What follows belongs to an exercise in optimizing a design on an open flow for small area; a production flow would make more cautious choices. Function was checked by simulation only, so behaviour that the tests miss may differ from the original. Power is estimated from default activity; no workload was simulated.

==> design/flow/design.v <==
module data_mem_mmio_word #(
    parameter int W = 32
) (
    input  logic         clk,
    input  logic         we,
    input  logic         nwe,
    input  logic [W-1:0] wd,
    output logic [W-1:0] q
);
    always_ff @(posedge clk) q <= (q & {W{nwe}}) | (wd & {W{we}});
endmodule
module data_mem_mmio_aoi222 (
    input  logic a0, b0, a1, b1, a2, b2,
    output logic y
);
    assign y = ~((a0 & b0) | (a1 & b1) | (a2 & b2));
endmodule
module data_mem_mmio (
    input  logic        clk,
    input  logic        rst,
    input  logic        req_valid,
    output logic        req_ready,
    input  logic        req_we,
    input  logic [31:0] req_addr,
    input  logic [31:0] req_wdata,
    output logic [31:0] rdata,
    output logic        rdata_valid,
    output logic [7:0]  tx_data,
    output logic        tx_valid,
    input  logic        tx_ready
);
    logic        unused_addr;
    logic        sel_ram, sel_txd, sel_sts;
    logic        full, empty, push, pop, ld, ram_st, ram_ld, sts_ld, hold;
    logic [2:0]  count_q, count_d;
    logic [1:0]  rd_ptr_q, wr_ptr;
    logic [31:0] rdata_q, rdata_d;
    logic        rdata_valid_q;
    logic [7:0]  pa_w, pa_r, pb;
    logic [63:0] we, nwe, rsel;
    logic [63:0][31:0] mem_q;
    logic [3:0]  fwe, fnwe;
    logic [3:0][7:0] fifo_q;
    logic [4:0]  sts;
    assign unused_addr = ^req_addr[1:0];
    assign sel_ram = req_addr[31:8] == 24'h0;
    assign sel_txd = req_addr[31:2] == 30'h40;
    assign sel_sts = req_addr[31:2] == 30'h41;
    assign full  = count_q[2];
    assign empty = count_q == 3'd0;
    assign wr_ptr = rd_ptr_q + count_q[1:0];
    assign req_ready = !(req_valid && req_we && sel_txd && full);
    assign push = req_valid && req_we && sel_txd && !full && !rst;
    assign pop = !empty && tx_ready;
    assign count_d = count_q + 3'(push) - 3'(pop);
    assign ld     = req_valid && !req_we;
    assign ram_st = req_valid && req_we && sel_ram && !rst;
    assign ram_ld = ld && sel_ram;
    assign sts_ld = ld && sel_sts;
    assign hold   = !ld;
    assign sts    = {count_q, full, empty};
    always_comb begin
        for (int i = 0; i < 8; i++) begin
            pa_w[i] = ram_st && req_addr[4:2] == 3'(i);
            pa_r[i] = req_addr[4:2] == 3'(i);
            pb[i]   = req_addr[7:5] == 3'(i);
        end
        for (int k = 0; k < 64; k++) begin
            we[k]   = pa_w[k % 8] && pb[k / 8];
            nwe[k]  = !(pa_w[k % 8] && pb[k / 8]);
            rsel[k] = pa_r[k % 8] && pb[k / 8];
        end
        for (int i = 0; i < 4; i++) begin
            fwe[i]  = push && wr_ptr == 2'(i);
            fnwe[i] = !(push && wr_ptr == 2'(i));
        end
    end
    for (genvar k = 0; k < 64; k++) begin : g_word
        data_mem_mmio_word #(.W(32)) u_word (
            .clk(clk), .we(we[k]), .nwe(nwe[k]), .wd(req_wdata), .q(mem_q[k])
        );
    end
    for (genvar i = 0; i < 4; i++) begin : g_slot
        data_mem_mmio_word #(.W(8)) u_slot (
            .clk(clk), .we(fwe[i]), .nwe(fnwe[i]), .wd(req_wdata[7:0]), .q(fifo_q[i])
        );
    end
    for (genvar b = 0; b < 32; b++) begin : g_bit
        logic [21:0] lo;
        logic        ramv;
        for (genvar g = 0; g < 21; g++) begin : g_grp
            data_mem_mmio_aoi222 u_ao (
                .a0(rsel[3*g]),   .b0(mem_q[3*g][b]),
                .a1(rsel[3*g+1]), .b1(mem_q[3*g+1][b]),
                .a2(rsel[3*g+2]), .b2(mem_q[3*g+2][b]),
                .y(lo[g])
            );
        end
        assign lo[21] = !(rsel[63] && mem_q[63][b]);
        assign ramv = ~&lo;
        if (b < 5) begin : g_sts
            assign rdata_d[b] = (ram_ld && ramv) || (hold && rdata_q[b]) || (sts_ld && sts[b]);
        end else begin : g_nsts
            assign rdata_d[b] = (ram_ld && ramv) || (hold && rdata_q[b]);
        end
    end
    always_ff @(posedge clk or posedge rst) begin
        if (rst) begin
            rd_ptr_q <= '0;
            count_q <= '0;
            rdata_q <= '0;
            rdata_valid_q <= 1'b0;
        end else begin
            if (pop) rd_ptr_q <= rd_ptr_q + 2'd1;
            count_q <= count_d;
            rdata_q <= rdata_d;
            rdata_valid_q <= ld;
        end
    end
    assign rdata = rdata_q;
    assign rdata_valid = rdata_valid_q;
    assign tx_valid = !empty;
    assign tx_data = fifo_q[rd_ptr_q];
endmodule
==> design/flow/flow/run.sh <==
#!/bin/bash
# Layout flow: the standard ORFS flow (standard synthesis unchanged), with
#  - CTS without dummy loads, on clkbuf_4/clkbuf_8
#  - port buffers of buf_2 instead of the resizer's default choice
# Each ORFS step writes its full log under orfs/logs/; make's own output goes to standard.log.
set -euo pipefail
export CTS_ARGS="-sink_clustering_enable -repair_clock_nets -dont_use_dummy_load -buf_list {sky130_fd_sc_hd__clkbuf_4 sky130_fd_sc_hd__clkbuf_8} -sink_clustering_size 16 -sink_clustering_max_diameter 50"
export BUFFER_PORTS_ARGS="-buffer_cell sky130_fd_sc_hd__buf_2"
bash standard.sh > standard.log 2>&1
==> design/flow/standard.sh <==
#!/bin/bash
# synth_recipe.tcl (not shown) runs the flow's synth.tcl, then flattens the netlist and writes it again
# the make line also repeats each setting of config.mk as NAME=value (left out here)
make -C /OpenROAD-flow-scripts/flow DESIGN_CONFIG=/design/flow/config.mk WORK_HOME=/design/flow/orfs CLKGATE_MAP_FILE= SYNTH_SCRIPT=/design/flow/synth_recipe.tcl "${@:-finish}"
==> design/flow/config.mk <==
export PLATFORM = sky130hd
export DESIGN_NAME = data_mem_mmio
export DESIGN_NICKNAME = data_mem_mmio
export VERILOG_FILES = /design/flow/design.v
export SDC_FILE = /design/flow/constraint.sdc
export NUM_CORES = 4
export LEC_CHECK = 0
export CAP_MARGIN = 20
export CORE_MARGIN = 2
export CORE_UTILIZATION = 60
export CTS_BUF_LIST = sky130_fd_sc_hd__clkbuf_4 sky130_fd_sc_hd__clkbuf_8
export CTS_CLUSTER_DIAMETER = 50
export CTS_CLUSTER_SIZE = 16
export SLEW_MARGIN = 20
export SYNTH_HIERARCHICAL = 1
export SYNTH_MINIMUM_KEEP_SIZE = 0
==> design/flow/constraint.sdc <==
create_clock -name core_clock -period 4.0 [get_ports {clk}]
set_input_delay 0.8000 -clock core_clock [delete_from_list [all_inputs] [get_ports {clk}]]
set_output_delay 0.8000 -clock core_clock [all_outputs]
set_load 0.01 [all_outputs]
==> results of run 1 <==
[per-module statistics from Yosys, one instance, submodules excluded, a selection]
module	times used	flops+latches	cells inside
data_mem_mmio	1	38	733
data_mem_mmio_aoi222	672	0	1
[logic make-up (layout without fill, tap and decap cells)]
group | after synthesis | count (layout) | synth area share
AO/OA/AOI/OAI | 2791 | 2791 | 0.335
XOR/XNOR | 7 | 7 | 0.000808
adder cells (fa/ha/maj) | 4 | 4 | 0.000758
buffers and inverters | 446 | 739 | 0.0610
flip-flops | 2118 | 2118 | 0.561
multiplexers | 8 | 8 | 0.00237
other | 0 | 4 | 0
AND/OR/NAND/NOR | 583 | 583 | 0.0388
[metal layers]
metal,global-route usage,wire length [um]
met4,0.228,16700
met5,0,51
met2,0.589,117000
met3,0.0940,29300
met1,0.543,108000
[Yosys cell counts (2+ instances only)]
| master | count | area share |
|---|---|---|
| nand3b_1 | 3 | 0.00030 |
| nand3_1 | 63 | 0.0042 |
| nor4_1 | 29 | 0.0024 |
| nand4_1 | 129 | 0.011 |
| dfrtp_1 | 38 | 0.013 |
| mux4_2 | 8 | 0.0024 |
| xor2_1 | 2 | 0.00023 |
| nor3_1 | 5 | 0.00033 |
| xnor2_1 | 5 | 0.00058 |
| or2_1 | 2 | 0.00016 |
| dfxtp_1 | 2080 | 0.55 |
| buf_6 | 391 | 0.058 |
| clkbuf_1 | 25 | 0.0012 |
| a2111o_1 | 5 | 0.00074 |
| or4_1 | 5 | 0.00049 |
| nand2_1 | 139 | 0.0069 |
| o21ai_0 | 2 | 0.00013 |
| and3_1 | 3 | 0.00025 |
| nor2_1 | 165 | 0.0082 |
| or3b_2 | 3 | 0.00035 |
| buf_2 | 18 | 0.0012 |
| buf_1 | 3 | 0.00015 |
| ha_1 | 3 | 0.00049 |
| a22o_2 | 128 | 0.017 |
| a222oi_1 | 672 | 0.089 |
| and2_1 | 4 | 0.00033 |
| a22oi_1 | 5 | 0.00049 |
| nor2b_1 | 2 | 0.00016 |
| or2_2 | 6 | 0.00049 |
| or3_1 | 5 | 0.00041 |
| inv_1 | 9 | 0.00044 |
| nand2b_1 | 3 | 0.00025 |
| nor2_2 | 3 | 0.00025 |
| nor4_4 | 5 | 0.0014 |
| a22o_1 | 1979 | 0.23 |
[worst reg2reg max path, delay by kind of cell, from the launching register on]
kind	cells	cell delay (ns)
flops	1	0.33
compound gates	2	0.77
buf+inv	3	0.65
simple gates	3	0.90
[layout make-up]
class / instances / area, um^2
fill: 10000 / 45300
sequential: 2118 / 42600
multi-input combinational: 3393 / 29000
timing repair buffer: 557 / 4160
clock buffer: 173 / 2380
tap: 1650 / 2060
inverter: 9 / 33.8
antenna: 4 / 10.0
[placed cells by master, fill, tap and decap left out, types with 3 or more instances in the layout]
cell / instances
dfxtp_1: 2080
diode_2: 4
nand3b_1: 3
or2_2: 6
ha_1: 3
buf_2: 80
a22o_1: 1979
and3_1: 3
buf_12: 14
dfrtp_1: 38
a222oi_1: 672
clkbuf_8: 173
a2111o_1: 5
nor2_2: 126
a22oi_1: 5
a22o_2: 128
nand3_1: 63
nand4_1: 129
mux4_2: 8
nor2_1: 41
or3b_2: 3
nor3_1: 5
or4_1: 5
nand2_1: 139
nor4_1: 29
or3_1: 5
and2_1: 4
buf_4: 461
xnor2_1: 5
nor4_4: 5
inv_1: 8
[repair_timing]
action | 4_1_cts | 5_1_grt
hold buffers | 1 | 0
endpoints found under the hold margin | 20 | 0
endpoints found under the setup margin | 0 | 0
setup buffers | 0 | 0
[state kept, by name, summed over array words and instances (netlist names)]
signal,flops
g_word.u_word.q,2048
rdata_q,32
g_slot.u_slot.q,32
count_q,3
rdata_valid_q,1
rd_ptr_q,2
[stage by stage]
step	worst slack, ns	utilization	std cells
floorplan	0.290	-	5957
global placement	-0.237	0.620	7725
detailed placement	-0.253	0.620	7725
CTS	0.691	0.639	7899
global route	0.429	0.639	7902
finish	0.392	0.639	7904
[power by group through the flow]
stage	Sequential (mW)	Clock (mW)	Combinational [mW]
6_report	21.2	10.6	1.06
5_1_grt	21.2	11.4	1.08
4_1_cts	21.2	10.7	1.02
3_5_place_dp	21.7	0	1.02
3_3_place_gp	21.7	0	1.00
2_1_floorplan	21.6	0	0.332
[final timing paths]
check / from / end / slack, ns / depth (start not counted)
worst max-delay path: req_addr[4] / rdata_q[18] / 0.39 / 13
worst max register to register: g_word[9].u_word.q[24] / rdata_q[24] / 1.22 / 8
worst min-delay path: tx_ready / rd_ptr_q[0] / 0.31 / 3
max in group asynchronous: rst / rdata_q[22] / 2.67 / 4
worst min register to register: g_word[34].u_word.q[30] / g_word[34].u_word.q[30] / 0.48 / 1
min in group asynchronous: rst / rdata_q[14] / 0.58 / 3
==> results.yml, run 1 <==
outcome:
  outcome: "timing/DRC/antenna clean"
hold_path:
  hp-class: "in2reg"
drt:
  dr.first_iter.drc_count: 9365
  drc: 0
  wl_um: 272000
  wl_per_cell_um: 34.4
  post_drt_via_cell_ratio: 7.62
  vias: 60300
  postRouteAntennaNets: 0
  drt_first_pass_iters: 10
synth:
  ys_seq_area_frac: 0.561
  synth_async_sr_flop_share: 0.0179
  syn_nets: 6030
  synth_ff_type: "dfxtp_1"
  synth_cell_types: 45
  yosysWarnings: 9
  synthesis.instances: 5957
  syn_avg_cell_area_um2: 12.7
  synth_area_um2: 75900
  synth-edff-count: 0
  synth-seq-cells: 2118
clocking:
  clkLatencyLatePin_ns: 0.94
  clock_sinks: 2118
  cts_resized: 0
  tritoncts: "done"
  cts_buffers: 173
  htree_levels: 4
  cts_buffer_depth: 3
  cts_root_buf: "clkbuf_8"
  clk_pin_slew_worst_paths_ns: 0.09
power:
  p_comb_frac: 0.032
  finalPower_mw: 32.8
  internal_power_mw: 25.2
  cellPowerDensity_nw_per_um2: 409
  switchingPower_mw: 7.66
  p_clk_frac: 0.323
  switching_share: 0.233
  seq_power_share: 0.645
  p_leak_nw: 30.6
  vdd_drop_max_uv: 439
floorplan:
  coreArea_um2: 126000
  die_w_um: 360
  die_area_um2: 129000
  rows: 130
  ios: 112
  initial_core_util: 0.605
  die-height_um: 360
cells_and_area:
  drive_gt1_frac: 0.163
  nets: 6325
  final_area_um2: 80300
  area.growth.synth_to_final_pct: 5.72
global_route:
  antenna_found_initial: 7
  grt.total_usage: 0.401
  grt.overflow.total: 0
  grt_pass1_wl_um: 393000
  grt_pass1_vias: 56500
  grt_max_degree: 69
sta:
  hold_violations: 0
  rsz0062_at_grt: "no"
  finClkSkew_ns: 0.0673
  tightest_slew_ns: 1.21
  fmax_mhz: 277
  tns_ns: 0
  setup_viol: 0
  whs_ns: 0.311
  period_needed_ns: 3.61
  period_share: 0.902
  slew_headroom: 0.195
  slew_viol_final: 0
setup_path:
  critPathMostFrequentCell: "buf_4"
  path_class: "in2reg"
  critPathTopFamily: "simple AND/OR/NAND/NOR gates"
  cp_data_required_time_ns: 4.83
  crit_buf_inv: 5
  start_kind: "input pin"
  end_kind: "register"
  cpPeakStageDelay_ns: 0.74
  crit_fanout: 21
  crit_chain: "buf_2, nand2_1, or2_2, nor2_2, buf_4, buf_4, a222oi_1, nand4_1, buf_4, nor4_1, buf_4, nand3_1, a22o_1"
  arrival_ns: 4.43
  crit_slowest_cell: "nor4_1"
place:
  hpwlAfterDp_um: 163000
  gp_congestion: 0.940
  io_buffers: 109
  placed_area_um2: 77800
run:
  drv_cap: 0
==> run 2: changes to the inputs <==
==> design/flow/config.mk (replaced) <==
export PLATFORM = sky130hd
export DESIGN_NAME = data_mem_mmio
export DESIGN_NICKNAME = data_mem_mmio
export VERILOG_FILES = /design/flow/design.v
export SDC_FILE = /design/flow/constraint.sdc
export NUM_CORES = 4
export LEC_CHECK = 0
export CAP_MARGIN = 5
export CORE_MARGIN = 2
export CORE_UTILIZATION = 70
export SLEW_MARGIN = 5
export SYNTH_HIERARCHICAL = 1
export SYNTH_MINIMUM_KEEP_SIZE = 0
==> run 2 against run 1 <==
Against the previous run: still clean on timing, DRC and antenna; final cell count is 4.2% lower; fmax up 8.3%; area after synthesis did not move; critical path type unchanged; die area fell by 14%; final area fell by 1.5%.
==> results.yml, run 2 <==
drt:
  postRouteAntennaNets: 0
  post_drt_via_cell_ratio: 8.06
  vias: 61000
  drt_first_pass_iters: 13
  wl_per_cell_um: 33.8
  drc: 0
  wl_um: 256000
  dr.first_iter.drc_count: 10700
clocking:
  cts_buffer_depth: 3
  clk_pin_slew_worst_paths_ns: 0.09
  htree_levels: 4
  hold_buffers: 0
  cts_root_buf: "clkbuf_8"
  tritoncts: "done"
  clock_sinks: 2118
  clkLatencyLatePin_ns: 0.91
  cts_buffers: 166
  post_cts_buffers: 0
  cts_resized: 0
cells_and_area:
  fillCellCount: 7507
  fin_cells: 7571
  fin_util: 0.737
  area.growth.synth_to_final_pct: 4.17
  largest_reg_flops: 2048
  final_cell_mix: "dfxtp_1 (2080), a22o_1 (1979), a222oi_1 (672), buf_4 (369), clkbuf_8 (166)"
  final_common_cell: "dfxtp_1"
  nets: 6236
  regMostFlops: "g_word.u_word.q"
  drive_gt1_frac: 0.151
  top_regs: "g_word.u_word.q x2048, g_slot.u_slot.q x32, rdata_q x32"
global_route:
  antenna_found_initial: 10
  grt.total_usage: 0.444
  grt_max_degree: 69
  grt_pass1_vias: 57800
  grt_pass1_wl_um: 377000
  grt.overflow.total: 0
setup_path:
  crit_fanout: 13
  start_kind: "input pin"
  arrival_ns: 4.08
  r2r_cells: 6
  end_kind: "register"
  path_class: "in2reg"
  cp_data_required_time_ns: 4.75
synth:
  synth_cell_types: 45
  synth.most_common_cell: "dfxtp_1"
  synth_area_um2: 75900
  synth_async_sr_flop_share: 0.0179
  synth.area.top_cells: "dfxtp_1 (55%), a22o_1 (23%), a222oi_1 (8.9%)"
  synth_top_area_share: 0.549
  synth_common_cells: "dfxtp_1 (2080), a22o_1 (1979), a222oi_1 (672), buf_6 (391), nor2_1 (165)"
  synth_ff_type: "dfxtp_1"
  synth_top_area_cell: "dfxtp_1"
  syn_nets: 6030
  synth-edff-count: 0
  synthesis.instances: 5957
  synth-seq-cells: 2118
  yosysWarnings: 9
  ys_seq_area_frac: 0.561
  syn_avg_cell_area_um2: 12.7
floorplan:
  coreArea_um2: 107000
  rows: 120
  die-height_um: 333
  initial_core_util: 0.707
  die_w_um: 333
  ios: 112
  die_area_um2: 111000
sta:
  tightest_slew_ns: 1.29
  setup_viol: 0
  period_needed_ns: 3.33
  fmax_mhz: 300
  slew_headroom: 0.141
  period_share: 0.833
  whs_ns: 0.160
  slew_viol_final: 0
  finClkSkew_ns: 0.0803
  rsz0062_at_grt: "no"
  hold_violations: 0
  setup_slack_ns: 0.668
place:
  hpwlAfterDp_um: 153000
  io_buffers: 109
  place_ws_ns: -0.0343
  gp_congestion: 0.954
  dp.cells: 7398
power:
  vdd_drop_max_uv: 393
  internal_power_mw: 25.0
  p_leak_nw: 30.2
  seq_power_share: 0.653
  p_comb_frac: 0.031
  switchingPower_mw: 7.42
  p_clk_frac: 0.316
  cellPowerDensity_nw_per_um2: 411
  switching_share: 0.229
  finalPower_mw: 32.5
outcome:
  outcome: "timing/DRC/antenna clean"
run:
  drv_cap: 0
hold_path:
  hp-class: "in2async"
[run 2: per-module statistics from Yosys, one instance, submodules excluded, a selection]
module | copies in the design | flops+latches | cells inside
data_mem_mmio_aoi222 | 672 | 0 | 1
data_mem_mmio | 1 | 38 | 733
[run 2: kinds of logic (layout without fill, tap and decap cells)]
kind of cell,count (synthesis),after routing,synth area share
other,0,7,0
buffers and inverters,446,650,0.0610
adder cells (fa/ha/maj),4,4,0.000758
AND/OR/NAND/NOR,583,583,0.0388
multiplexers,8,8,0.00237
flip-flops,2118,2118,0.561
XOR/XNOR,7,7,0.000808
AO/OA/AOI/OAI,2791,2791,0.335
[run 2: final timing paths]
kind	end	startpoint	slack, ns
min in group core_clock	g_word[46].u_word.q[9]	req_wdata[9]	0.28
worst min-delay path	rdata_q[2]	rst	0.16
max in group asynchronous	rdata_q[5]	rst	3.09
worst min register to register	g_word[60].u_word.q[22]	g_word[60].u_word.q[22]	0.48
worst max register to register	rdata_q[3]	g_word[24].u_word.q[3]	1.22
worst max-delay path	rdata_q[0]	req_addr[4]	0.67
[run 2: layout make-up]
cell class                 instances  area, um^2  share of cell area
antenna                            7        17.5            0.000222
inverter                           9        33.8            0.000427
clock buffer                     166        2280              0.0289
sequential                      2118       42600               0.539
multi-input combinational       3393       29000               0.367
tap                             1403        1760              0.0222
timing repair buffer             475        3380              0.0427
[run 2: critical path: stages]
cell and delay, ns:
buf_2 0.21, or3_1 0.28, buf_4 0.25, nor2_2 0.17
a222oi_1 0.48, nand4_1 0.34, or4_1 0.78, a2111o_1 0.47
a22oi_1 0.17, o21ai_0 0.11
[run 2: stage by stage]
stage / TNS [ns] / area, um^2
after floorplan: 0 / 75900
after global placement: -0.0261 / 76800
after detailed placement: -0.0343 / 76800
after CTS: 0 / 79100
after global routing: 0 / 79100
final: 0 / 79100
[run 2: per-layer routing]
layer / routed length [um] / GRT usage
met5: 142 / 0
met4: 13600 / 0.222
met3: 38800 / 0.146
met2: 105000 / 0.626
met1: 97700 / 0.610
[run 2: power groups by stage]
stage	clock, mW	combinational [mW]	sequential [mW]
6_report	10.3	1.01	21.2
5_1_grt	11.0	1.04	21.2
4_1_cts	10.3	0.973	21.2
3_5_place_dp	0	0.969	21.7
3_3_place_gp	0	0.952	21.7
2_1_floorplan	0	0.332	21.6
==> run 3: changes to the inputs <==
--- a/design/flow/config.mk
+++ b/design/flow/config.mk
@@ -8,5 +8,5 @@
 export CAP_MARGIN = 5
 export CORE_MARGIN = 2
-export CORE_UTILIZATION = 70
+export CORE_UTILIZATION = 75
 export SLEW_MARGIN = 5
 export SYNTH_HIERARCHICAL = 1
==> run 3 against run 2 <==
Against the previous run: clock skew shrank 0.015 ns; synthesized cell count is the same; sequential power is essentially flat; final cell count shrank 1.6%; clock-buffer cell count shrank 3; sequential share of layout area grew 0.23 points; global-route usage grew 3.6 points; highest routed layer unchanged.
==> results.yml, run 3 <==
setup_path:
  worstReg2RegEnd: "count_q[2]"
  cp_data_required_time_ns: 4.80
  regToRegSetupSlack_ns: 1.25
  crit_slowest_cell: "nand4_1"
  cpPeakStageDelay_ns: 0.64
  path_class: "in2reg"
  arrival_ns: 4.25
  end_kind: "register"
  crit_fanout: 16
  start_kind: "input pin"
  crit_chain: "buf_2, or3b_2, nor2_2, buf_4, a222oi_1, nand4_1, nor4_1, nand3_1, a22o_1"
  r2r_cells: 9
  r2r-start: "count_q[1]"
synth:
  synth_common_cells: "dfxtp_1 (2080), a22o_1 (1979), a222oi_1 (672), buf_6 (391), nor2_1 (165)"
  synth_cell_types: 45
  synthesis.instances: 5957
  syn_avg_cell_area_um2: 12.7
  synth_top_area_cell: "dfxtp_1"
  synth_area_um2: 75900
  synth-edff-count: 0
  synth_top_area_share: 0.549
  yosysWarnings: 9
  synth.area.top_cells: "dfxtp_1 (55%), a22o_1 (23%), a222oi_1 (8.9%)"
  synth_async_sr_flop_share: 0.0179
  synth_xor_area_frac: 0.000808
  synth-seq-cells: 2118
  ys_seq_area_frac: 0.561
  synth_top_family_by_area: "compound AO/OA/AOI/OAI gates"
  synth_ff_type: "dfxtp_1"
  synth.most_common_cell: "dfxtp_1"
  yosys.area_share.simple: 0.0388
  synth_fa_ha_area_frac: 0.000758
  synthMuxAreaShare: 0.00237
  syn_nets: 6030
  synth-compound-area-share: 0.335
place:
  io_buffers: 109
  hpwlAfterDp_um: 153000
  gp_congestion: 0.971
  placed_area_um2: 76500
  place_ws_ns: -0.0803
  dp.cells: 7276
clocking:
  post_cts_buffers: 0
  cts_buffers: 163
  clock_sinks: 2118
  tritoncts: "done"
  cts_resized: 0
  clkLatencyLatePin_ns: 0.93
  hold_buffers: 0
  cts_buffer_depth: 3
  htree_levels: 4
  clk_pin_slew_worst_paths_ns: 0.10
  cts_root_buf: "clkbuf_8"
global_route:
  grt_pass1_vias: 58800
  grt.overflow.total: 0
  grt.total_usage: 0.480
  grt_pass1_wl_um: 377000
  antenna_found_initial: 18
  grt_max_degree: 69
cells_and_area:
  nets: 6216
  fillCellCount: 6493
  drive_gt1_frac: 0.148
  final_common_cell: "dfxtp_1"
  final_cell_mix: "dfxtp_1 (2080), a22o_1 (1979), a222oi_1 (672), buf_4 (348), clkbuf_8 (163)"
  top_regs: "g_word.u_word.q x2048, g_slot.u_slot.q x32, rdata_q x32"
  regMostFlops: "g_word.u_word.q"
  area.growth.synth_to_final_pct: 3.73
  fin_util: 0.786
  fin_cells: 7448
  final_area_um2: 78700
  largest_reg_flops: 2048
sta:
  tightest_slew_ns: 1.27
  period_share: 0.863
  slew_viol_final: 0
  fmax_mhz: 290
  setup_slack_ns: 0.549
  slew_headroom: 0.155
  period_needed_ns: 3.45
  finClkSkew_ns: 0.0654
  rsz0062_at_grt: "no"
  setup_viol: 0
  hold_violations: 0
hold_path:
  hp-class: "in2async"
drt:
  wl_um: 258000
  postRouteAntennaNets: 0
  drc: 0
  dr.first_iter.drc_count: 11000
  drt_first_pass_iters: 13
  post_drt_via_cell_ratio: 8.31
  vias: 61900
  wl_per_cell_um: 34.7
power:
  p_clk_frac: 0.315
  p_comb_frac: 0.032
  internal_power_mw: 25.0
  p_leak_nw: 30.1
  seq_power_share: 0.653
  cellPowerDensity_nw_per_um2: 412
  switching_share: 0.230
  vdd_drop_max_uv: 446
  switchingPower_mw: 7.44
floorplan:
  ios: 112
  initial_core_util: 0.758
  die_area_um2: 104000
  die_w_um: 322
  coreArea_um2: 100000
  rows: 116
  die-height_um: 322
outcome:
  outcome: "timing/DRC/antenna clean"
run:
  drv_cap: 0
==> run 3: cell counts after synthesis <==
No cell type changed its count.
==> run 3: power groups by stage <==
| stage | clock network (mW) | logic (mW) | registers (mW) |
|---|---|---|---|
| after global placement | 0 | 0.952 | 21.7 |
| after floorplan | 0 | 0.332 | 21.6 |
| final | 10.2 | 1.03 | 21.2 |
| after global routing | 10.9 | 1.05 | 21.2 |
| after CTS | 10.1 | 0.981 | 21.2 |
| after detailed placement | 0 | 0.978 | 21.7 |
==> run 3: worst max-delay path: cells and delay by family <==
kind | cells | cell delay [ns]
and+or+nand+nor | 5 | 2.11
AOI/OAI and AO/OA | 2 | 0.74
buffers and inverters | 2 | 0.57
==> run 3: worst max path at each step <==
| stage | start | end | slack (ns) |
|---|---|---|---|
| after floorplan | req_addr[3] | rdata_q[0] | 0.29 |
| after global placement | req_addr[4] | rdata_q[4] | -0.10 |
| after detailed placement | req_addr[4] | rdata_q[3] | -0.08 |
| after CTS | rd_ptr_q[0] | tx_data[2] | 0.78 |
| after global routing | req_addr[4] | rdata_q[2] | 0.60 |
| final | req_addr[4] | rdata_q[13] | 0.55 |
==> run 3: final cells by class <==
cell class | instances | area [um^2] | share of cell area
Multi-Input combinational cell | 3393 | 29000 | 0.368
Clock buffer | 163 | 2240 | 0.0285
Sequential cell | 2118 | 42600 | 0.541
Inverter | 9 | 33.8 | 0.000429
Timing Repair Buffer | 458 | 3220 | 0.0409
Tap cell | 1298 | 1620 | 0.0206
Antenna cell | 9 | 22.5 | 0.000286
==> run 3: kinds of logic (layout without fill, tap and decap cells) <==
| family | Yosys count | after routing |
|---|---|---|
| buf+inv | 446 | 630 |
| flops | 2118 | 2118 |
| mux | 8 | 8 |
| simple gates | 583 | 583 |
| other cells | 0 | 9 |
| fa+ha+maj | 4 | 4 |
| xor+xnor | 7 | 7 |
| compound gates | 2791 | 2791 |
==> run 3: metal layers <==
metal	part of all wire	track usage	vias up
met5	0.00028	0	-
met4	0.072	0.311	12
met3	0.16	0.165	997
met2	0.41	0.679	5331
met1	0.36	0.626	30200
li1	-	-	25300
==> run 3: modules after synthesis (local to each module, per instance), a selection <==
module / flip-flops and latches / cells inside / copies in the design / cell area [um^2]
data_mem_mmio: 38 / 733 / 1 / 4780
data_mem_mmio_aoi222: 0 / 1 / 672 / 10.0
==> run 3: stage by stage <==
stage	hold slack, ns	TNS [ns]	power (mW)
3_5_place_dp	0.463	-0.283	22.7
5_1_grt	0.257	0	33.2
2_1_floorplan	0.443	0	21.9
3_3_place_gp	0.457	-0.298	22.6
4_1_cts	0.183	0	32.3
6_report	0.198	0	32.4
==> run 4: changes to the inputs <==
--- a/design/flow/config.mk
+++ b/design/flow/config.mk
@@ -8,5 +8,5 @@
 export CAP_MARGIN = 5
 export CORE_MARGIN = 2
-export CORE_UTILIZATION = 75
+export CORE_UTILIZATION = 80
 export SLEW_MARGIN = 5
 export SYNTH_HIERARCHICAL = 1
==> run 4 against run 3 <==
Against the previous run: clock-buffer cell count decreased by 1; global-route usage increased by 2.3 points; hold slack got worse by 0.061 ns; critical path depth increased by 1; first-iteration DRC count increased by 12%; critical path type unchanged; sequential share of layout area decreased by 0.18 points; clock skew decreased by 0.015 ns; sequential cell count unchanged; highest routed layer unchanged; final cell count decreased by 0.21%; via count increased by 1.3%.
==> results.yml, run 4 <==
outcome:
  outcome: "timing/DRC/antenna clean"
clocking:
  clkLatencyLatePin_ns: 0.91
  htree_levels: 4
  cts_buffer_depth: 3
  tritoncts: "done"
  cts_resized: 0
  clk_pin_slew_worst_paths_ns: 0.09
  cts_root_buf: "clkbuf_8"
  post_cts_buffers: 0
  clock_sinks: 2118
  cts_buffers: 162
  hold_buffers: 0
place:
  hpwlAfterDp_um: 155000
  io_buffers: 109
  gp_congestion: 1.02
  dp.cells: 7260
drt:
  dr.first_iter.drc_count: 12300
  vias: 62700
  drt_first_pass_iters: 10
  wl_per_cell_um: 34.4
  drc: 0
  wl_um: 256000
  post_drt_via_cell_ratio: 8.43
  postRouteAntennaNets: 0
cells_and_area:
  fin_util: 0.843
  largest_reg_flops: 2048
  fin_cells: 7432
  regMostFlops: "g_word.u_word.q"
  top_regs: "g_word.u_word.q x2048, g_slot.u_slot.q x32, rdata_q x32"
  area.growth.synth_to_final_pct: 4.07
  fillCellCount: 5260
  final_common_cell: "dfxtp_1"
  drive_gt1_frac: 0.152
  final_cell_mix: "dfxtp_1 (2080), a22o_1 (1979), a222oi_1 (672), buf_4 (365), clkbuf_8 (162)"
  nets: 6243
global_route:
  grt.overflow.total: 0
  grt_pass1_wl_um: 377000
  grt_max_degree: 69
  antenna_found_initial: 20
  grt_pass1_vias: 60100
  grt.total_usage: 0.503
setup_path:
  cp_data_required_time_ns: 4.77
  r2r_cells: 6
  crit_path_start: "req_addr[7]"
  worstSetupEndpoint: "rdata_q[4]"
  arrival_ns: 4.30
  path_class: "in2reg"
  r2r-start: "g_word[42].u_word.q[4]"
  start_kind: "input pin"
  end_kind: "register"
  regToRegSetupSlack_ns: 1.02
  crit_fanout: 8
  worstReg2RegEnd: "rdata_q[4]"
power:
  internal_power_mw: 25.0
  switching_share: 0.229
  vdd_drop_max_uv: 426
  cellPowerDensity_nw_per_um2: 410
  seq_power_share: 0.655
  switchingPower_mw: 7.40
  p_leak_nw: 30.2
  p_clk_frac: 0.313
  p_comb_frac: 0.032
sta:
  fmax_mhz: 283
  tns_ns: 0
  whs_ns: 0.137
  setup_viol: 0
  hold_violations: 0
  slew_headroom: 0.101
  rsz0062_at_grt: "no"
  tightest_slew_ns: 1.35
  period_needed_ns: 3.53
  finClkSkew_ns: 0.0507
  period_share: 0.882
  slew_viol_final: 0
hold_path:
  hp-class: "in2async"
synth:
  yosysWarnings: 9
  synth-seq-cells: 2118
  syn_nets: 6030
  synth_area_um2: 75900
  synth_top_area_share: 0.549
  synth.most_common_cell: "dfxtp_1"
  syn_avg_cell_area_um2: 12.7
  synth_common_cells: "dfxtp_1 (2080), a22o_1 (1979), a222oi_1 (672), buf_6 (391), nor2_1 (165)"
  synthesis.instances: 5957
  synth_cell_types: 45
  synth_ff_type: "dfxtp_1"
  synth.area.top_cells: "dfxtp_1 (55%), a22o_1 (23%), a222oi_1 (8.9%)"
  ys_seq_area_frac: 0.561
  synth_async_sr_flop_share: 0.0179
  synth-edff-count: 0
  synth_top_area_cell: "dfxtp_1"
floorplan:
  ios: 112
  die-height_um: 312
  rows: 112
  initial_core_util: 0.810
  die_w_um: 312
  coreArea_um2: 93700
  die_area_um2: 97400
run:
  drv_cap: 0
[run 4: cell counts after synthesis]
No cell type changed its count.
[run 4: metrics by stage]
stage / area (um^2) / worst slack (ns) / power, mW
final: 79000 / 0.472 / 32.4
after global routing: 79000 / 0.559 / 33.0
after CTS: 79000 / 0.763 / 32.2
after detailed placement: 76700 / -0.0514 / 22.6
after global placement: 76700 / -0.0730 / 22.6
after floorplan: 75900 / 0.290 / 21.9
[run 4: worst min path at each step]
stage                                  startpoint                       to  slack [ns]  depth (start not counted)
after global routing                          rst              rd_ptr_q[0]        0.19                          2
after global placement      g_slot[1].u_slot.q[5]    g_slot[1].u_slot.q[5]        0.46                          1
after floorplan             g_slot[2].u_slot.q[5]    g_slot[2].u_slot.q[5]        0.44                          1
final                                         rst              rd_ptr_q[0]        0.14                          2
after CTS                                     rst              rd_ptr_q[0]        0.15                          2
after detailed placement  g_word[57].u_word.q[29]  g_word[57].u_word.q[29]        0.47                          1
[run 4: cell type report]
cell class	instances	area, um^2	area share
clock buffer	162	2230	0.0282
tap	1254	1570	0.0199
timing repair buffer	486	3540	0.0448
multi-input combinational	3393	29000	0.367
inverter	9	33.8	0.000428
sequential	2118	42600	0.539
antenna	10	25.0	0.000317
[run 4: cell families (layout without fill, tap and decap cells)]
kind of cell / Yosys count / after routing / share of synthesized area
multiplexers: 8 / 8 / 0.00237
XOR/XNOR: 7 / 7 / 0.000808
AND/OR/NAND/NOR: 583 / 583 / 0.0388
other: 0 / 10 / 0
AO/OA/AOI/OAI: 2791 / 2791 / 0.335
buffers and inverters: 446 / 657 / 0.0610
flip-flops: 2118 / 2118 / 0.561
adder cells (fa/ha/maj): 4 / 4 / 0.000758
[run 4: metal layers]
| metal | GRT usage | routed length [um] | part of all wire |
|---|---|---|---|
| met3 | 0.214 | 44900 | 0.18 |
| met2 | 0.703 | 104000 | 0.41 |
| met1 | 0.641 | 88400 | 0.35 |
| met5 | 0 | 186 | 0.00073 |
| met4 | 0.319 | 18300 | 0.072 |
[run 4: Yosys stat by module, one instance, submodules excluded, a selection]
| module | cell area, um^2 | times used |
|---|---|---|
| data_mem_mmio | 4780 | 1 |
| data_mem_mmio_aoi222 | 10.0 | 672 |
[run 4: critical path, stage by stage]
cell and delay [ns]:
buf_2 0.17, buf_4 0.18, nand3b_1 0.36, nor2_2 0.21
a222oi_1 0.65, nand4_1 0.44, or4_1 0.79, a2111o_1 0.45
a22oi_1 0.16, nand2_1 0.08
[run 4: power groups by stage]
stage	sequential (mW)	clock [mW]	combinational [mW]
after CTS	21.2	9.98	0.987
after global routing	21.2	10.7	1.05
final	21.2	10.1	1.04
after global placement	21.7	0	0.938
after detailed placement	21.7	0	0.973
after floorplan	21.6	0	0.332
==> run 5: changes to the inputs <==
==> design/flow/run.sh (new file) <==
#!/bin/bash
# synth_recipe.tcl (not shown) runs the flow's synth.tcl, then flattens the netlist and writes it again
# the make line also repeats each setting of config.mk as NAME=value (left out here)
make -C /OpenROAD-flow-scripts/flow DESIGN_CONFIG=/design/flow/config.mk WORK_HOME=/design/flow/orfs CLKGATE_MAP_FILE= SYNTH_SCRIPT=/design/flow/synth_recipe.tcl finish
--- a/design/flow/config.mk
+++ b/design/flow/config.mk
@@ -6,8 +6,11 @@
 export NUM_CORES = 4
 export LEC_CHECK = 0
-export CAP_MARGIN = 5
+export CAP_MARGIN = 20
 export CORE_MARGIN = 2
-export CORE_UTILIZATION = 80
-export SLEW_MARGIN = 5
+export CORE_UTILIZATION = 60
+export CTS_BUF_LIST = sky130_fd_sc_hd__clkbuf_4 sky130_fd_sc_hd__clkbuf_8
+export CTS_CLUSTER_DIAMETER = 50
+export CTS_CLUSTER_SIZE = 16
+export SLEW_MARGIN = 20
 export SYNTH_HIERARCHICAL = 1
 export SYNTH_MINIMUM_KEEP_SIZE = 0
removed: design/flow/flow/run.sh
removed: design/flow/standard.sh
==> run 5 against run 4 <==
Against the previous run: final area grew 6.7%; highest routed layer unchanged; clock skew shrank 0.0099 ns; non-clock buffer count grew 223; fmax shrank 6.7%; largest power group unchanged; total power grew 9.8%; final cell count grew 9.9%; setup slack lost 0.25 ns; critical endpoint is now rdata_q[10]; hold slack gained 0.32 ns.
==> results.yml, run 5 <==
outcome:
  outcome: "timing/DRC/antenna clean"
sta:
  period_needed_ns: 3.78
  tightest_slew_ns: 1.16
  setup_viol: 0
  setup_slack_ns: 0.219
  slew_headroom: 0.228
  slew_viol_final: 0
  fmax_mhz: 264
  whs_ns: 0.456
  rsz0062_at_grt: "no"
  finClkSkew_ns: 0.0408
  period_share: 0.945
  hold_violations: 0
cells_and_area:
  final_cell_mix: "dfxtp_1 (2080), a22o_1 (1979), a222oi_1 (672), buf_4 (519), clkbuf_8 (196)"
  area.growth.synth_to_final_pct: 11.1
  fin_cells: 8165
  regMostFlops: "g_word.u_word.q"
  final_common_cell: "dfxtp_1"
  nets: 6479
  largest_reg_flops: 2048
  drive_gt1_frac: 0.185
  top_regs: "g_word.u_word.q x2048, g_slot.u_slot.q x32, rdata_q x32"
  fin_util: 0.671
clocking:
  tritoncts: "done"
  clkLatencyLatePin_ns: 0.93
  clk_pin_slew_worst_paths_ns: 0.10
  htree_levels: 4
  cts_buffers: 175
  cts_root_buf: "clkbuf_8"
  post_cts_buffers: 0
  cts_buffer_depth: 3
  cts_resized: 0
  clock_sinks: 2118
  hold_buffers: 0
setup_path:
  start_kind: "input pin"
  critPathMostFrequentCell: "buf_12"
  regToRegSetupSlack_ns: 1.21
  path_class: "in2reg"
  r2r_cells: 6
  crit_chain: "clkdlybuf4s50_1, nand2_1, or2_2, buf_12, nor2_2, buf_12, a222oi_1, nand4_1, nor2_1, buf_4, nand3_1, a22o_1"
  crit_slowest_cell: "a222oi_1"
  cp_data_required_time_ns: 4.83
  crit_fanout: 15
  arrival_ns: 4.61
  cpPeakStageDelay_ns: 0.89
  end_kind: "register"
floorplan:
  rows: 130
  coreArea_um2: 126000
  initial_core_util: 0.605
  ios: 112
  die_w_um: 360
  die-height_um: 360
  die_area_um2: 129000
synth:
  synth_top_area_cell: "dfxtp_1"
  synth.most_common_cell: "dfxtp_1"
  syn_avg_cell_area_um2: 12.7
  synthMuxAreaShare: 0.00237
  synth_top_family_by_area: "compound AO/OA/AOI/OAI gates"
  synth-compound-area-share: 0.335
  synth_top_area_share: 0.549
  synth-seq-cells: 2118
  synth_xor_area_frac: 0.000808
  synth.area.top_cells: "dfxtp_1 (55%), a22o_1 (23%), a222oi_1 (8.9%)"
  synth_fa_ha_area_frac: 0.000758
  synth-edff-count: 0
  syn_nets: 6030
  synth_area_um2: 75900
  synthesis.instances: 5957
  ys_seq_area_frac: 0.561
  yosys.area_share.simple: 0.0388
  yosysWarnings: 9
  synth_async_sr_flop_share: 0.0179
  synth_cell_types: 45
  synth_common_cells: "dfxtp_1 (2080), a22o_1 (1979), a222oi_1 (672), buf_6 (391), nor2_1 (165)"
  synth_ff_type: "dfxtp_1"
power:
  cellPowerDensity_nw_per_um2: 421
  p_leak_nw: 32.2
  vdd_drop_max_uv: 389
drt:
  drt_first_pass_iters: 10
  vias: 61200
  wl_um: 270000
  drc: 0
  dr.first_iter.drc_count: 9891
  post_drt_via_cell_ratio: 7.50
  wl_per_cell_um: 33.0
  postRouteAntennaNets: 0
hold_path:
  hp-class: "in2reg"
  min_path_cells: 3
place:
  hpwlAfterDp_um: 166000
  gp_congestion: 0.961
  dp.cells: 7879
  place_ws_ns: -0.456
  io_buffers: 109
global_route:
  grt_pass1_vias: 57600
  grt.total_usage: 0.400
  grt_pass1_wl_um: 395000
  grt_max_degree: 69
  antenna_found_initial: 11
  grt.overflow.total: 0
run:
  drv_cap: 0
[run 5: cell counts after synthesis]
No cell type changed its count.
[run 5: modules after synthesis, one instance, submodules excluded, a selection]
module,cells,flip-flops and latches,copies in the design
data_mem_mmio_aoi222,1,0,672
data_mem_mmio,733,38,1
[run 5: through the flow]
stage,power (mW),cell area [um^2],TNS [ns]
after global placement,22.7,80600,-7.15
final,35.5,84300,0
after floorplan,21.9,75900,0
after CTS,35.6,84300,0
after detailed placement,22.8,80600,-5.38
after global routing,36.5,84300,0
[run 5: layout make-up]
class                           count  area [um^2]
Multi-Input combinational cell   3393        29000
Fill cell                        9584        41300
Tap cell                         1650         2060
Sequential cell                  2118        42600
Timing Repair Buffer              709         6880
Antenna cell                        3         7.51
Clock inverter                     71          908
Inverter                            9         33.8
Clock buffer                      212         2820
[run 5: metal layers]
metal  vias to the layer above  GRT usage  wire (um)  share of wire
li1                      26000          -          -              -
met4                        12      0.209      15400          0.057
met3                       575      0.100      30500           0.11
met1                     31000      0.546     108000           0.40
met2                      3668      0.587     116000           0.43
met5                         -    0.00296        110        0.00041
[run 5: cells by family (layout without fill, tap and decap cells)]
family          after synthesis  in the layout
mux                           8              8
other cells                   0              3
xor+xnor                      7              7
flops                      2118           2118
simple gates                583            583
fa+ha+maj                     4              4
buf+inv                     446           1001
compound gates             2791           2791
[run 5: report_power, final]
part	switching, mW	total (mW)	internal, mW
Clock	7.49	13.2	5.74
Sequential	0.0764	21.2	21.1
Combinational	0.854	1.13	0.280
Total	8.42	35.5	27.1
[run 5: critical path: cells and delay by family]
family / cells / cell delay (ns)
AND/OR/NAND/NOR: 6 / 1.45
AO/OA/AOI/OAI: 2 / 1.09
buffers and inverters: 4 / 1.22
[run 5: final timing paths]
kind / endpoint / start
worst max-delay path: rdata_q[10] / req_addr[2]
worst min-delay path: g_word[53].u_word.q[14] / req_wdata[14]
worst max register to register: rdata_q[10] / g_word[42].u_word.q[10]
worst min register to register: g_slot[3].u_slot.q[0] / g_slot[3].u_slot.q[0]
max in group asynchronous: rdata_q[16] / rst
min in group asynchronous: rdata_valid_q / rst

## separate check: timing with driven ports
Ports are ideal in the flow. The routed layouts listed here were re-timed in OpenROAD.
Step 1 sets driving cells, clkbuf_16 on the clock port and buf_2 on the other inputs (assumed; they add their load-dependent delay and slew).
Step 2 times the ports against the registers' clock, not the clock port: input delays grow and output delays shrink by t, the midpoint of the rising clock arrivals with the driver on.
Three values: ideal ports, drivers, drivers and shift; two values: the first two.
| run | t, ns | setup slack, ns | hold slack, ns |
|---|---|---|---|
| run 1 | 0.979 | 0.392 / 0.429 / -0.550 | 0.311 / 0.266 / 0.483 |
| run 2 | 0.954 | 0.668 / 0.615 / -0.339 | 0.160 / 0.112 / 0.482 |
| run 3 | 0.981 | 0.549 / 0.584 / -0.398 | 0.198 / 0.147 / 0.486 |
| run 4 | 0.975 | 0.472 / 0.536 / -0.439 | 0.137 / 0.069 / 0.487 |
| run 5 | 0.999 | 0.219 / 0.251 / -0.748 | 0.456 / 0.396 / 0.487 |
Met with ideal ports but missed after step 2: setup timing in every run listed. The setup slack of run 2, which loses most, moves by -0.053 ns with the drivers and by -1.007 ns with both steps.
